From an optimization exercise on the open Yosys and OpenROAD flow, aimed at small area, a short achievable clock period and few clock cycles per item; shortcuts taken in it are not production practice.
Only simulation tests tie the RTL to the original design; equivalence was not proved.
No activity file was given, so power comes from the tool's default toggle rates.

## run.sh

```bash
#!/bin/bash
# synth_recipe.tcl (not shown) runs the flow's synth.tcl, then flattens the netlist and writes it again
# the make line also repeats each setting of config.mk as NAME=value (left out here)
make -C /OpenROAD-flow-scripts/flow DESIGN_CONFIG=/design/flow/config.mk WORK_HOME=/design/flow/orfs CLKGATE_MAP_FILE= SYNTH_SCRIPT=/design/flow/synth_recipe.tcl finish
```

## config.mk

```make
export PLATFORM = sky130hd
export DESIGN_NAME = pkt_loopback_top
export DESIGN_NICKNAME = pkt_loopback_top
export VERILOG_FILES = /design/flow/design.v
export SDC_FILE = /design/flow/constraint.sdc
export NUM_CORES = 4
export LEC_CHECK = 0
export CAP_MARGIN = 20
export CORE_MARGIN = 2
export CORE_UTILIZATION = 40
export SLEW_MARGIN = 20
```

## constraint.sdc

```tcl
create_clock -name core_clock -period 5.5 [get_ports {rd_clk}]
set_input_delay 1.1000 -clock core_clock [delete_from_list [all_inputs] [get_ports {rd_clk}]]
set_output_delay 1.1000 -clock core_clock [all_outputs]
set_load 0.01 [all_outputs]
```

## design.v

```verilog
package pkt_pkg;
  localparam int DATA_W  = 64;
  localparam int EMPTY_W = 3;
  typedef logic [DATA_W-1:0]  data_t;
  typedef logic [EMPTY_W-1:0] empty_t;
  typedef struct packed {
    logic   sop;
    logic   eop;
    empty_t empty;
    data_t  data;
  } beat_t;
  typedef enum logic [1:0] {
    TX_IDLE = 2'd0,
    TX_LOAD = 2'd1,
    TX_SEND = 2'd2,
    TX_DONE = 2'd3
  } tx_state_t;
endpackage
`timescale 1ns/1ps
module beat_fifo #(
  parameter int FIFO_DEPTH = 8
) (
  input  logic  rd_clk,
  input  logic  rd_rst_n,
  input  logic  wr_en,
  input  pkt_pkg::beat_t wr_beat,
  output logic  full,
  output logic  afull,
  input  logic  rd_en,
  output logic  rd_valid,
  output pkt_pkg::beat_t rd_beat,
  output logic  empty
);
  localparam int ADDR_W = $clog2(FIFO_DEPTH);
  localparam int AFULL_MARGIN = 3;
  logic [pkt_pkg::DATA_W+pkt_pkg::EMPTY_W+1:0] mem [0:FIFO_DEPTH-1];
  logic [ADDR_W:0] wr_ptr;
  logic [ADDR_W:0] wr_ptr_nxt;
  logic [ADDR_W:0] rd_ptr;
  logic [ADDR_W:0] rd_ptr_nxt;
  logic [ADDR_W:0] level_nxt;
  logic            wr_ok;
  logic            rd_ok;
  assign wr_ok = wr_en && !full;
  assign rd_ok = rd_en && !empty;
  always_comb begin
    wr_ptr_nxt = wr_ptr;
    rd_ptr_nxt = rd_ptr;
    if (wr_ok) begin
      wr_ptr_nxt = wr_ptr + 1'b1;
    end
    if (rd_ok) begin
      rd_ptr_nxt = rd_ptr + 1'b1;
    end
  end
  assign level_nxt = wr_ptr_nxt - rd_ptr_nxt;
  always_ff @(posedge rd_clk or negedge rd_rst_n) begin
    if (!rd_rst_n) begin
      wr_ptr   <= '0;
      rd_ptr   <= '0;
      empty    <= 1'b1;
      full     <= 1'b0;
      afull    <= 1'b0;
      rd_valid <= 1'b0;
    end else begin
      wr_ptr   <= wr_ptr_nxt;
      rd_ptr   <= rd_ptr_nxt;
      empty    <= (level_nxt == '0);
      full     <= (level_nxt == FIFO_DEPTH);
      afull    <= (int'(level_nxt) + AFULL_MARGIN > FIFO_DEPTH);
      rd_valid <= rd_ok;
    end
  end
  always_ff @(posedge rd_clk) begin
    if (wr_ok) begin
      mem[wr_ptr[ADDR_W-1:0]] <= wr_beat;
    end
  end
  always_ff @(posedge rd_clk) begin
    if (rd_ok) begin
      rd_beat <= mem[rd_ptr[ADDR_W-1:0]];
    end
  end
endmodule
`timescale 1ns/1ps
module payload_incr (
  input  logic  rd_clk,
  input  logic  rd_rst_n,
  input  logic  in_empty,
  output logic  in_rd_en,
  input  logic  in_valid,
  input  pkt_pkg::beat_t in_beat,
  input  logic  out_afull,
  output logic  out_wr_en,
  output pkt_pkg::beat_t out_beat
);
  pkt_pkg::data_t data_inc;
  assign in_rd_en = !in_empty && !out_afull;
  assign data_inc = in_beat.data + 1'b1;
  always_ff @(posedge rd_clk or negedge rd_rst_n) begin
    if (!rd_rst_n) begin
      out_wr_en <= 1'b0;
    end else begin
      out_wr_en <= in_valid;
    end
  end
  always_ff @(posedge rd_clk) begin
    if (in_valid) begin
      out_beat.sop   <= in_beat.sop;
      out_beat.eop   <= in_beat.eop;
      out_beat.empty <= in_beat.empty;
      out_beat.data  <= data_inc;
    end
  end
endmodule
`timescale 1ns/1ps
module tx_packet_buffer #(
  parameter int MAX_BEATS = 16
) (
  input  logic  rd_clk,
  input  logic  rd_rst_n,
  input  logic  tx_enable,
  input  logic  fifo_empty,
  output logic  fifo_rd_en,
  input  logic  fifo_valid,
  input  pkt_pkg::beat_t fifo_beat,
  input  logic  tx_ready,
  output logic  tx_valid,
  output pkt_pkg::beat_t tx_beat
);
  localparam int IDX_W = $clog2(MAX_BEATS);
  localparam int PTR_W = $clog2(MAX_BEATS + 1);
  typedef logic [PTR_W-1:0] ptr_t;
  pkt_pkg::tx_state_t state;
  pkt_pkg::tx_state_t state_nxt;
  logic [pkt_pkg::DATA_W+pkt_pkg::EMPTY_W+1:0] pkt_mem [0:MAX_BEATS-1];
  ptr_t  load_ptr;
  ptr_t  last_ptr;
  ptr_t  send_ptr;
  logic  overflow;
  logic  send_last;
  pkt_pkg::beat_t send_beat;
  assign overflow  = (load_ptr == ptr_t'(MAX_BEATS));
  assign send_last = (send_ptr == last_ptr);
  always_comb begin
    state_nxt = state;
    case (state)
      pkt_pkg::TX_IDLE: begin
        if (tx_enable && !fifo_empty) begin
          state_nxt = pkt_pkg::TX_LOAD;
        end
      end
      pkt_pkg::TX_LOAD: begin
        if (fifo_valid && fifo_beat.eop) begin
          state_nxt = overflow ? pkt_pkg::TX_IDLE : pkt_pkg::TX_SEND;
        end
      end
      pkt_pkg::TX_SEND: begin
        if (tx_ready && send_last) begin
          state_nxt = pkt_pkg::TX_DONE;
        end
      end
      default: begin
        state_nxt = pkt_pkg::TX_IDLE;
      end
    endcase
  end
  always_ff @(posedge rd_clk or negedge rd_rst_n) begin
    if (!rd_rst_n) begin
      state    <= pkt_pkg::TX_IDLE;
      load_ptr <= '0;
      last_ptr <= '0;
      send_ptr <= '0;
    end else begin
      state <= state_nxt;
      case (state)
        pkt_pkg::TX_IDLE: begin
          load_ptr <= '0;
          send_ptr <= '0;
        end
        pkt_pkg::TX_LOAD: begin
          if (fifo_valid) begin
            if (!overflow) begin
              load_ptr <= load_ptr + 1'b1;
            end
            if (fifo_beat.eop) begin
              last_ptr <= load_ptr;
            end
          end
        end
        pkt_pkg::TX_SEND: begin
          if (tx_ready) begin
            send_ptr <= send_ptr + 1'b1;
          end
        end
        default: begin
        end
      endcase
    end
  end
  assign fifo_rd_en = (state == pkt_pkg::TX_LOAD) && !fifo_empty && !fifo_valid;
  always_ff @(posedge rd_clk) begin
    if (state == pkt_pkg::TX_LOAD && fifo_valid && !overflow) begin
      pkt_mem[load_ptr[IDX_W-1:0]] <= fifo_beat;
    end
  end
  assign send_beat = pkt_mem[send_ptr[IDX_W-1:0]];
  assign tx_valid  = (state == pkt_pkg::TX_SEND);
  always_comb begin
    tx_beat.sop   = tx_valid && (send_ptr == '0);
    tx_beat.eop   = tx_valid && send_last;
    tx_beat.empty = (tx_valid && send_last) ? send_beat.empty : '0;
    tx_beat.data  = tx_valid ? send_beat.data : '0;
  end
endmodule
`timescale 1ns/1ps
module pkt_loopback_top #(
  parameter int FIFO_DEPTH = 8,
  parameter int MAX_BEATS  = 16
) (
  input  logic  rd_clk,
  input  logic  rd_rst_n,
  input  logic  rx_valid,
  output logic  rx_ready,
  input  pkt_pkg::beat_t rx_beat,
  input  logic  tx_enable,
  input  logic  tx_ready,
  output logic  tx_valid,
  output pkt_pkg::beat_t tx_beat
);
  logic  ing_full;
  logic  ing_rd_en;
  logic  ing_valid;
  logic  ing_empty;
  pkt_pkg::beat_t ing_beat;
  logic  egr_wr_en;
  logic  egr_afull;
  pkt_pkg::beat_t egr_wr_beat;
  logic  egr_rd_en;
  logic  egr_valid;
  logic  egr_empty;
  pkt_pkg::beat_t egr_beat;
  assign rx_ready = !ing_full;
  beat_fifo #(
    .FIFO_DEPTH (FIFO_DEPTH)
  ) u_ingress_fifo (
    .rd_clk   (rd_clk),
    .rd_rst_n (rd_rst_n),
    .wr_en    (rx_valid),
    .wr_beat  (rx_beat),
    .full     (ing_full),
    .afull    (),
    .rd_en    (ing_rd_en),
    .rd_valid (ing_valid),
    .rd_beat  (ing_beat),
    .empty    (ing_empty)
  );
  payload_incr u_payload_incr (
    .rd_clk    (rd_clk),
    .rd_rst_n  (rd_rst_n),
    .in_empty  (ing_empty),
    .in_rd_en  (ing_rd_en),
    .in_valid  (ing_valid),
    .in_beat   (ing_beat),
    .out_afull (egr_afull),
    .out_wr_en (egr_wr_en),
    .out_beat  (egr_wr_beat)
  );
  beat_fifo #(
    .FIFO_DEPTH (FIFO_DEPTH)
  ) u_egress_fifo (
    .rd_clk   (rd_clk),
    .rd_rst_n (rd_rst_n),
    .wr_en    (egr_wr_en),
    .wr_beat  (egr_wr_beat),
    .full     (),
    .afull    (egr_afull),
    .rd_en    (egr_rd_en),
    .rd_valid (egr_valid),
    .rd_beat  (egr_beat),
    .empty    (egr_empty)
  );
  tx_packet_buffer #(
    .MAX_BEATS (MAX_BEATS)
  ) u_tx_buffer (
    .rd_clk     (rd_clk),
    .rd_rst_n   (rd_rst_n),
    .tx_enable  (tx_enable),
    .fifo_empty (egr_empty),
    .fifo_rd_en (egr_rd_en),
    .fifo_valid (egr_valid),
    .fifo_beat  (egr_beat),
    .tx_ready   (tx_ready),
    .tx_valid   (tx_valid),
    .tx_beat    (tx_beat)
  );
endmodule
```

==> reports/metrics.csv, run 1 <==
metric;value;unit
status;complete, no violations;
worst vdd ir;0.381;mV
Reg clk slew, reported paths;60;ps
Final min period;5110;ps
Crit Path Max Fanout;31;
unrepaired setup endpoints after global routing;no;
cell taking the most area after synthesis;edfxtp_1;
Syn Area/Cell;23.5;µm²
clock share of power;28.4;%
gpl congestion;0.721;
ys flop type;edfxtp_1;
Final ANT Viol Nets;0;
ys async rst share;1.70;%
Filler cells;18400;
Worst EP arrival;4010;ps
clk sinks;2405;
Critical Path Most Common Cell;buf_4;
Final period util;93.0;%
Initial Util;40.2;%
maxcap violations;0;
router iterations before antenna repair;6;
Comb pwr share;19.4;%
H-tree Lvls;4;
post-synthesis to final-layout area growth;14.3;%
vias per cell;5.38;
Final Max Slew Viols;0;
Reg power frac;52.2;%
Post-Syn Instances;3834;
CTS resizes;0;
layout cell share with drive strength beyond 1;26.9;%
LEAKAGE;0.0317;µW
initial antenna violation count;37;
Num CTS Buffers;229;
Worst Hold Class;in2async;
ranking of synthesized cells by area;edfxtp_1 (79%), mux4_2 (13%), mux2_2 (1.8%);
top cell type's share of synthesized area;78.7;%
final setup fails;0;
pin count of the biggest net entering global routing;87;
DP HPWL;104000;µm
Post-Syn Area;0.0902;mm²
core area;0.224;mm²
Top Ports;145;
CTS Buffer Depth;3;
Crit-path slowest cell;dfrtp_1;
synthesized net count;3926;
wire per inst;25.9;µm
Port-buffer cells;143;
CP max stage delay;720;ps
first-pass GRT wire length;278000;µm
most common cell in the synthesized netlist;edfxtp_1;
Worst EP required;4400;ps
setup tns final;0;ps
Die W;479;µm
relative slew slack;27.4;%
Root Buffer;clkbuf_16;
DRC viols;0;
Post-synth EDFFs;2364;
CTS hold repair buffers;0;
drt first-iter violations;3855;
Overall Global Routing Usage;16.5;%
YS warnings;3;
placed inst area;0.0960;mm²
post-synthesis cell type count;43;
Routed WL;190000;µm
Die H;479;µm
#FFs+latches synth;2405;
routed vias;39400;
most frequent cells after synthesis;edfxtp_1 (2,364), mux4_2 (540), mux2_2 (142), a22oi_1 (135), clkbuf_1 (109);
Final nets;4224;
Critical Path End Type;output port;
die area;0.229;mm²
insertion delay to the later sink of the worst-skew pair;860;ps
Min Hold Slack;346;ps
Cell Pwr Density;512;mW/mm²
TritonCTS clock tree;yes;
design area;0.103;mm²
GR Overflow Total;0;
Final Hold Viols;0;
startpoint types;register;
Seq/Total Area, Yosys;79.8;%
measured slew at the worst slew-check pin;1090;ps
vias in the first global route;40600;
Cell Rows;174;
sw power;14800;µW
sw frac;28.0;%
clk_skew;42.6;ps
Internal;38100;µW
Setup Crit Path Kind;reg2out;
cells along the critical path;nand2_4, buf_4, buf_4, a21oi_1, clkdlybuf4s50_1;
postcts setup bufs;0;
Fmax;196;MHz
## final timing paths
path	start	end	slack, ps	cells after the start
max	u_tx_buffer.state[1]$_DFFE_PN0P_	tx_beat[37]	390	5
min	rd_rst_n	u_ingress_fifo.wr_ptr[0]$_DFF_PN0_	350	2
max reg2reg	u_tx_buffer.state[1]$_DFFE_PN0P_	u_egress_fifo.empty$_DFF_PN1_	1990	8
min reg2reg	u_ingress_fifo.rd_beat[65]$_DFFE_PP_	u_payload_incr.out_beat[65]$_DFFE_PP_	420	0
max in group asynchronous	rd_rst_n	u_egress_fifo.rd_ptr[0]$_DFF_PN0_	4560	2
min in group core_clock	u_ingress_fifo.rd_beat[65]$_DFFE_PP_	u_payload_incr.out_beat[65]$_DFFE_PP_	420	0
## metrics by stage
| step | utilization (%) | cells | setup slack (ps) | power [µW] |
|---|---|---|---|---|
| detailed placement | 42.8 | 6893 | 1250 | 38500 |
| global route | 45.9 | 7327 | 257 | 55200 |
| floorplan | - | 3834 | 110 | 34000 |
| global placement | 42.8 | 6893 | 1320 | 38200 |
| finish | 45.9 | 7329 | 385 | 52900 |
| CTS | 45.9 | 7325 | 317 | 53500 |
## per-layer routing
layer / share of wire [%] / track usage (%) / wire (µm)
met3: 6.4 / 3.65 / 12200
met5: 0.13 / 0 / 251
met1: 44 / 23.4 / 83500
met4: 1.8 / 3.73 / 3370
met2: 48 / 26.2 / 90800
## critical path, delay by kind of cell (launching register included)
kind,cells,cell delay (ps)
DFF,1,720
and+or+nand+nor,1,350
buffers and inverters,3,1450
AOI/OAI and AO/OA,1,590
## final cells by class
type	instances	area, µm²	share of cell area (%)
Sequential cell	2405	72100	69.9
Multi-Input combinational cell	1225	17700	17.1
Clock buffer	298	6040	5.86
Tap cell	2992	3740	3.63
Timing Repair Buffer	245	2400	2.33
Clock inverter	134	1100	1.07
Inverter	26	97.6	0.0946
Antenna cell	4	10.0	0.00971
## power groups by stage
stage / clock (µW) / combinational [µW] / sequential [µW]
3_3_place_gp: 0 / 10500 / 27800
2_1_floorplan: 0 / 7200 / 26800
5_1_grt: 16100 / 11100 / 28100
4_1_cts: 15300 / 10500 / 27700
6_report: 15000 / 10200 / 27600
3_5_place_dp: 0 / 10400 / 28000
## flip-flops by register name, summed over array words and instances, names as in the netlist
name                      count
u_ingress_fifo.wr_ptr         4
u_tx_buffer.load_ptr          5
u_egress_fifo.full            1
u_egress_fifo.wr_ptr          4
u_ingress_fifo.mem          544
u_ingress_fifo.empty          1
u_egress_fifo.rd_beat        68
u_ingress_fifo.rd_valid       1
u_ingress_fifo.rd_beat       68
u_ingress_fifo.rd_ptr         4
u_payload_incr.out_wr_en      1
u_egress_fifo.rd_ptr          4
u_egress_fifo.rd_valid        1
u_egress_fifo.mem           544
u_egress_fifo.empty           1
u_tx_buffer.state             2
u_ingress_fifo.full           1
u_payload_incr.out_beat      68
u_tx_buffer.pkt_mem        1072
u_tx_buffer.send_ptr          5
u_tx_buffer.last_ptr          5
u_egress_fifo.afull           1
## layout by cell type, fill, tap and decap left out, types with 7 or more instances in the layout
master,instances
edfxtp_1,2364
mux4_2,540
clkbuf_16,230
mux2_2,142
clkdlybuf4s50_1,142
a22oi_1,135
buf_4,85
a21oi_1,70
clkbuf_1,65
xnor2_1,54
clkinv_2,53
clkinv_1,48
nand2_1,45
xor2_1,35
nor2_1,31
dfrtp_1,30
nand3_1,29
inv_1,26
ha_1,17
buf_12,17
nand4_1,16
and2_4,13
bufinv_16,13
nor3_1,9
dfrtp_4,9
and3_1,8
nor3_4,8
o21ai_0,8
inv_6,8
nor2_4,7
## cells by family (layout without fill, tap and decap cells)
kind of cell             after synthesis  count (layout)  synth area share [%]
XOR/XNOR                              89              89                 0.864
buffers and inverters                204             703                 0.879
AO/OA/AOI/OAI                        222             222                  1.64
adder cells (fa/ha/maj)               18              18                 0.258
other                                  0               4                     0
AND/OR/NAND/NOR                      213             213                  1.28
flip-flops                          2405            2405                  79.8
multiplexers                         683             683                  15.3
Testbench counts, summed over its fixed seeds: cycles 47,471, items 14,749.
==> inputs of run 2 (changes only) <==
==> design.v (replaced) <==
package pkt_pkg;
  localparam int DATA_W  = 64;
  localparam int EMPTY_W = 3;
  typedef logic [DATA_W-1:0]  data_t;
  typedef logic [EMPTY_W-1:0] empty_t;
  typedef struct packed {
    logic   sop;
    logic   eop;
    empty_t empty;
    data_t  data;
  } beat_t;
  typedef enum logic [1:0] {
    TX_IDLE = 2'd0,
    TX_LOAD = 2'd1,
    TX_SEND = 2'd2,
    TX_DONE = 2'd3
  } tx_state_t;
endpackage
`timescale 1ns/1ps
module pkt_loopback_top #(
  parameter int FIFO_DEPTH = 8,
  parameter int MAX_BEATS  = 16
) (
  input  logic  rd_clk,
  input  logic  rd_rst_n,
  input  logic  rx_valid,
  output logic  rx_ready,
  input  pkt_pkg::beat_t rx_beat,
  input  logic  tx_enable,
  input  logic  tx_ready,
  output logic  tx_valid,
  output pkt_pkg::beat_t tx_beat
);
  localparam int N   = MAX_BEATS;
  localparam int CW  = $clog2(N + 1);
  localparam int EW  = pkt_pkg::DATA_W + pkt_pkg::EMPTY_W + 1;
  logic [EW-1:0] ent [0:N-1];
  logic [CW-1:0] count;      
  logic [CW-1:0] ccount;     
  logic          drop;       
  logic          at_sop;     
  logic          en_seen;    
  logic          full;
  logic          ufull;
  logic          fire;
  logic          acc;
  logic          store;
  logic          commit;
  logic [CW-1:0] count_dec;
  logic [CW-1:0] ccount_dec;
  logic [EW-1:0] wr_ent;
  assign full    = (count == CW'(N));
  assign ufull   = full && (ccount == '0);
  assign tx_valid = en_seen && (ccount != '0);
  assign fire    = tx_valid && tx_ready;
  assign rx_ready = !full || fire || drop || ufull;
  assign acc     = rx_valid && rx_ready;
  assign store   = acc && !drop && !ufull;
  assign commit  = store && rx_beat.eop;
  assign count_dec  = fire ? count - 1'b1 : count;
  assign ccount_dec = fire ? ccount - 1'b1 : ccount;
  assign wr_ent = {rx_beat.eop,
                   rx_beat.eop ? rx_beat.empty : pkt_pkg::EMPTY_W'(0),
                   rx_beat.data + 1'b1};
  always_ff @(posedge rd_clk or negedge rd_rst_n) begin
    if (!rd_rst_n) begin
      count   <= '0;
      ccount  <= '0;
      drop    <= 1'b0;
      at_sop  <= 1'b1;
      en_seen <= 1'b0;
    end else begin
      if (tx_enable) begin
        en_seen <= 1'b1;
      end
      if (fire) begin
        at_sop <= ent[0][EW-1];
      end
      if (acc && drop) begin
        drop <= !rx_beat.eop;
      end else if (acc && ufull) begin
        drop <= !rx_beat.eop;
      end
      if (acc && ufull) begin
        count <= ccount;
      end else if (store) begin
        count <= count_dec + 1'b1;
      end else begin
        count <= count_dec;
      end
      if (commit) begin
        ccount <= count_dec + 1'b1;
      end else begin
        ccount <= ccount_dec;
      end
    end
  end
  for (genvar i = 0; i < N; i++) begin : g_ent
    logic ld;
    assign ld = store && ((count == CW'(i)) || (fire && (count == CW'(i + 1))));
    always_ff @(posedge rd_clk) begin
      if (ld) begin
        ent[i] <= wr_ent;
      end else if (fire) begin
        ent[i] <= (i == N - 1) ? ent[i] : ent[(i + 1) % N];
      end
    end
  end
  always_comb begin
    tx_beat.sop   = tx_valid && at_sop;
    tx_beat.eop   = tx_valid && ent[0][EW-1];
    tx_beat.empty = tx_valid ? ent[0][EW-2 -: pkt_pkg::EMPTY_W] : '0;
    tx_beat.data  = tx_valid ? ent[0][pkt_pkg::DATA_W-1:0] : '0;
  end
endmodule
==> reports/metrics.csv, run 2 <==
metric;value;unit
Min Hold Slack;455;ps
postcts setup bufs;0;
most common cell in the synthesized netlist;edfxtp_1;
relative slew slack;31.5;%
Initial Util;40.4;%
Reg clk slew, reported paths;60;ps
Worst EP arrival;3350;ps
multi-input combinational cell area;0.0133;mm²
#FFs+latches synth;1101;
top cell type's share of synthesized area;68.4;%
adder-cell share of the synthesized area;0.236;%
most frequent cells after synthesis;edfxtp_1 (1,088), nand2_1 (795), o21ai_0 (600), nor2_1 (394), a31oi_1 (363);
main combinational cell family by area after synthesis;simple AND/OR/NAND/NOR gates;
Final nets;4239;
Setup Crit Path Kind;reg2out;
Critical Path End Type;output port;
Post-Place Cells;5577;
CTS Buffer Depth;3;
routed vias;29900;
Final ANT Viol Nets;0;
status;complete, no violations;
dpl ws;820;ps
most frequent cells in the layout;edfxtp_1 (1,088), nand2_1 (779), o21ai_0 (600), nor2_1 (380), a31oi_1 (360);
insertion delay to the later sink of the worst-skew pair;680;ps
Final Hold Viols;0;
layout cell share with drive strength beyond 1;8.41;%
Die W;350;µm
GR Overflow Total;0;
post-synthesis compound-gate area fraction;12.2;%
final setup fails;0;
die area;0.122;mm²
drt first-iter violations;2253;
router iterations before antenna repair;6;
setup tns final;0;ps
ys flop type;edfxtp_1;
Routed WL;97700;µm
unrepaired setup endpoints after global routing;no;
Num CTS Buffers;110;
Port-buffer cells;143;
Worst EP required;4400;ps
Top Ports;145;
ranking of synthesized cells by area;edfxtp_1 (68%), o21ai_0 (6.3%), nand2_1 (6.2%);
Filler cells;10600;
Worst Hold Class;reg2reg;
clk sinks;1101;
vias per cell;5.17;
Post-Syn Instances;4165;
Final min period;4450;ps
initial antenna violation count;5;
Crit Path Max Fanout;79;
Die H;350;µm
gpl congestion;0.750;
DP HPWL;66500;µm
Overall Global Routing Usage;15.8;%
wire per inst;16.9;µm
TritonCTS clock tree;yes;
Final period util;80.9;%
post-synthesis cell type count;56;
ys async rst share;1.18;%
synthesized net count;4248;
first-pass GRT wire length;156000;µm
Largest register FFs;1088;
Cell Rows;126;
Cell Pwr Density;480;mW/mm²
Syn Area/Cell;11.5;µm²
LEAKAGE;0.0197;µW
commonest non-fill, non-tap cell in the layout;edfxtp_1;
Final Max Slew Viols;0;
clk_skew;35.4;ps
CTS resizes;0;
vias in the first global route;27000;
pin count of the biggest net entering global routing;86;
H-tree Lvls;3;
final worst slack;1050;ps
Post-Syn Area;0.0478;mm²
sequential cell area;0.0330;mm²
cell taking the most area after synthesis;edfxtp_1;
core area;0.118;mm²
maxcap violations;0;
Root Buffer;clkbuf_16;
Seq/Total Area, Yosys;69.1;%
Synth Area in XOR/XNOR;0.953;%
CTS hold repair buffers;0;
YS warnings;2;
post-synthesis to final-layout area growth;13.8;%
post-synthesis mux area share;0.105;%
final non-filler cell total;5784;
Post-synth EDFFs;1088;
Fmax;225;MHz
worst vdd ir;0.272;mV
measured slew at the worst slew-check pin;1020;ps
DRC viols;0;
Simple-Gate Fraction of Synth Area;13.7;%
startpoint types;register;
==> run 2: cell count changes in the layout (fill, tap and decap cells not counted), sizes merged, moves of 167 or more <==
cell,delta
a31oi,+363
clkbuf,-167
edfxtp,-1276
mux4,-540
nand2,+749
nor2,+357
o21ai,+604
==> run 2: cells by family after synthesis <==
family | Yosys count
adders and majority gates | 9
and+or+nand+nor | 1518
muxes | 5
DFF | 1101
AOI/OAI and AO/OA | 1035
buffers and inverters | 445
xor gates and xnor gates | 52
==> run 2: stage by stage <==
stage	utilization (%)	instance area [µm²]	power, µW
after detailed placement	43.0	50900	19200
after global placement	43.0	50900	19000
after floorplan	-	47800	17400
final	46.0	54300	26100
after CTS	45.9	54300	26300
after global routing	46.0	54300	27700
==> run 2: routing by layer <==
metal	track usage, %	routed length (µm)	part of all wire (%)
met1	24.8	50600	52
met2	22.1	39000	40
met4	4.42	2170	2.2
met3	3.16	5870	6.0
met5	0	13	0.013
==> run 2: final cells by class <==
class | instances | area share (%)
Antenna cell | 4 | 0.0184
Clock buffer | 131 | 5.21
Clock inverter | 69 | 1.03
Inverter | 56 | 0.387
Multi-Input combinational cell | 2619 | 24.6
Sequential cell | 1101 | 60.7
Tap cell | 1536 | 3.54
Timing Repair Buffer | 268 | 4.52
==> run 2: path summary, 6_finish.rpt <==
check	slack, ps	to	cells past startpoint	from
max in group asynchronous	4270	en_seen$_DFFE_PN0P_	1	rd_rst_n
hold / removal	460	at_sop$_DFFE_PN1P_	2	at_sop$_DFFE_PN1P_
min in group asynchronous	800	drop$_DFFE_PN0P_	1	rd_rst_n
hold reg to reg	460	at_sop$_DFFE_PN1P_	2	at_sop$_DFFE_PN1P_
setup reg to reg	1480	count[4]$_DFF_PN0_	13	ccount[1]$_DFFE_PN0P_
setup / recovery	1050	tx_beat[16]	6	ccount[1]$_DFFE_PN0P_
==> run 2: where the power goes <==
group	leakage, µW	internal, µW	total (µW)	switching (µW)
clock	0.00164	3950	7050	3100
combinational	0.00734	2070	5440	3370
sequential	0.0107	12900	13600	661
total	0.0197	18900	26100	7130
==> run 2: worst max-delay path, stage by stage (launching register included) <==
cell and delay [ps]:
dfrtp_1 400, inv_1 130, ha_1 180, or4b_2 680
buf_4 410, and3_1 350, clkdlybuf4s50_1 490
Testbench counts of run 2, summed over its fixed seeds: cycles 14,877, items 14,749.

==> static timing again, ports no longer ideal <==
The results above use ideal ports. As a check the final layouts listed here were re-extracted and re-timed, cells and wires unchanged.
Step 1 (the two cells are an assumption about what drives the block):
set clk [get_ports {rd_clk}]
set_driving_cell -lib_cell sky130_fd_sc_hd__clkbuf_16 $clk
set_driving_cell -lib_cell sky130_fd_sc_hd__buf_2 [delete_from_list [all_inputs] $clk]
Step 2 adds t to the input delays and takes it off the output delays; t is the mean of the earliest and latest rising clock arrival at the registers after step 1. Input paths then give back, and output paths get back, about the clock's delay inside the block.
Three values: ideal ports, drivers, drivers and shift; two values: the first two.
run | t, ns | setup WS [ns] | slew at the worst register clock pin (ns) | worst data-port slew with drivers (ns)
run 1 | 0.934 | 0.385 / 0.292 / 1.226 | 0.07 / 0.07 | 0.17
run 2 | 0.738 | 1.052 / 0.983 / 0.800 | 0.06 / 0.06 | 0.14
After both steps setup and hold are still met in every run listed. For run 2, which loses most, drivers alone change the setup slack by -0.069 ns; drivers and shift together by -0.252 ns.
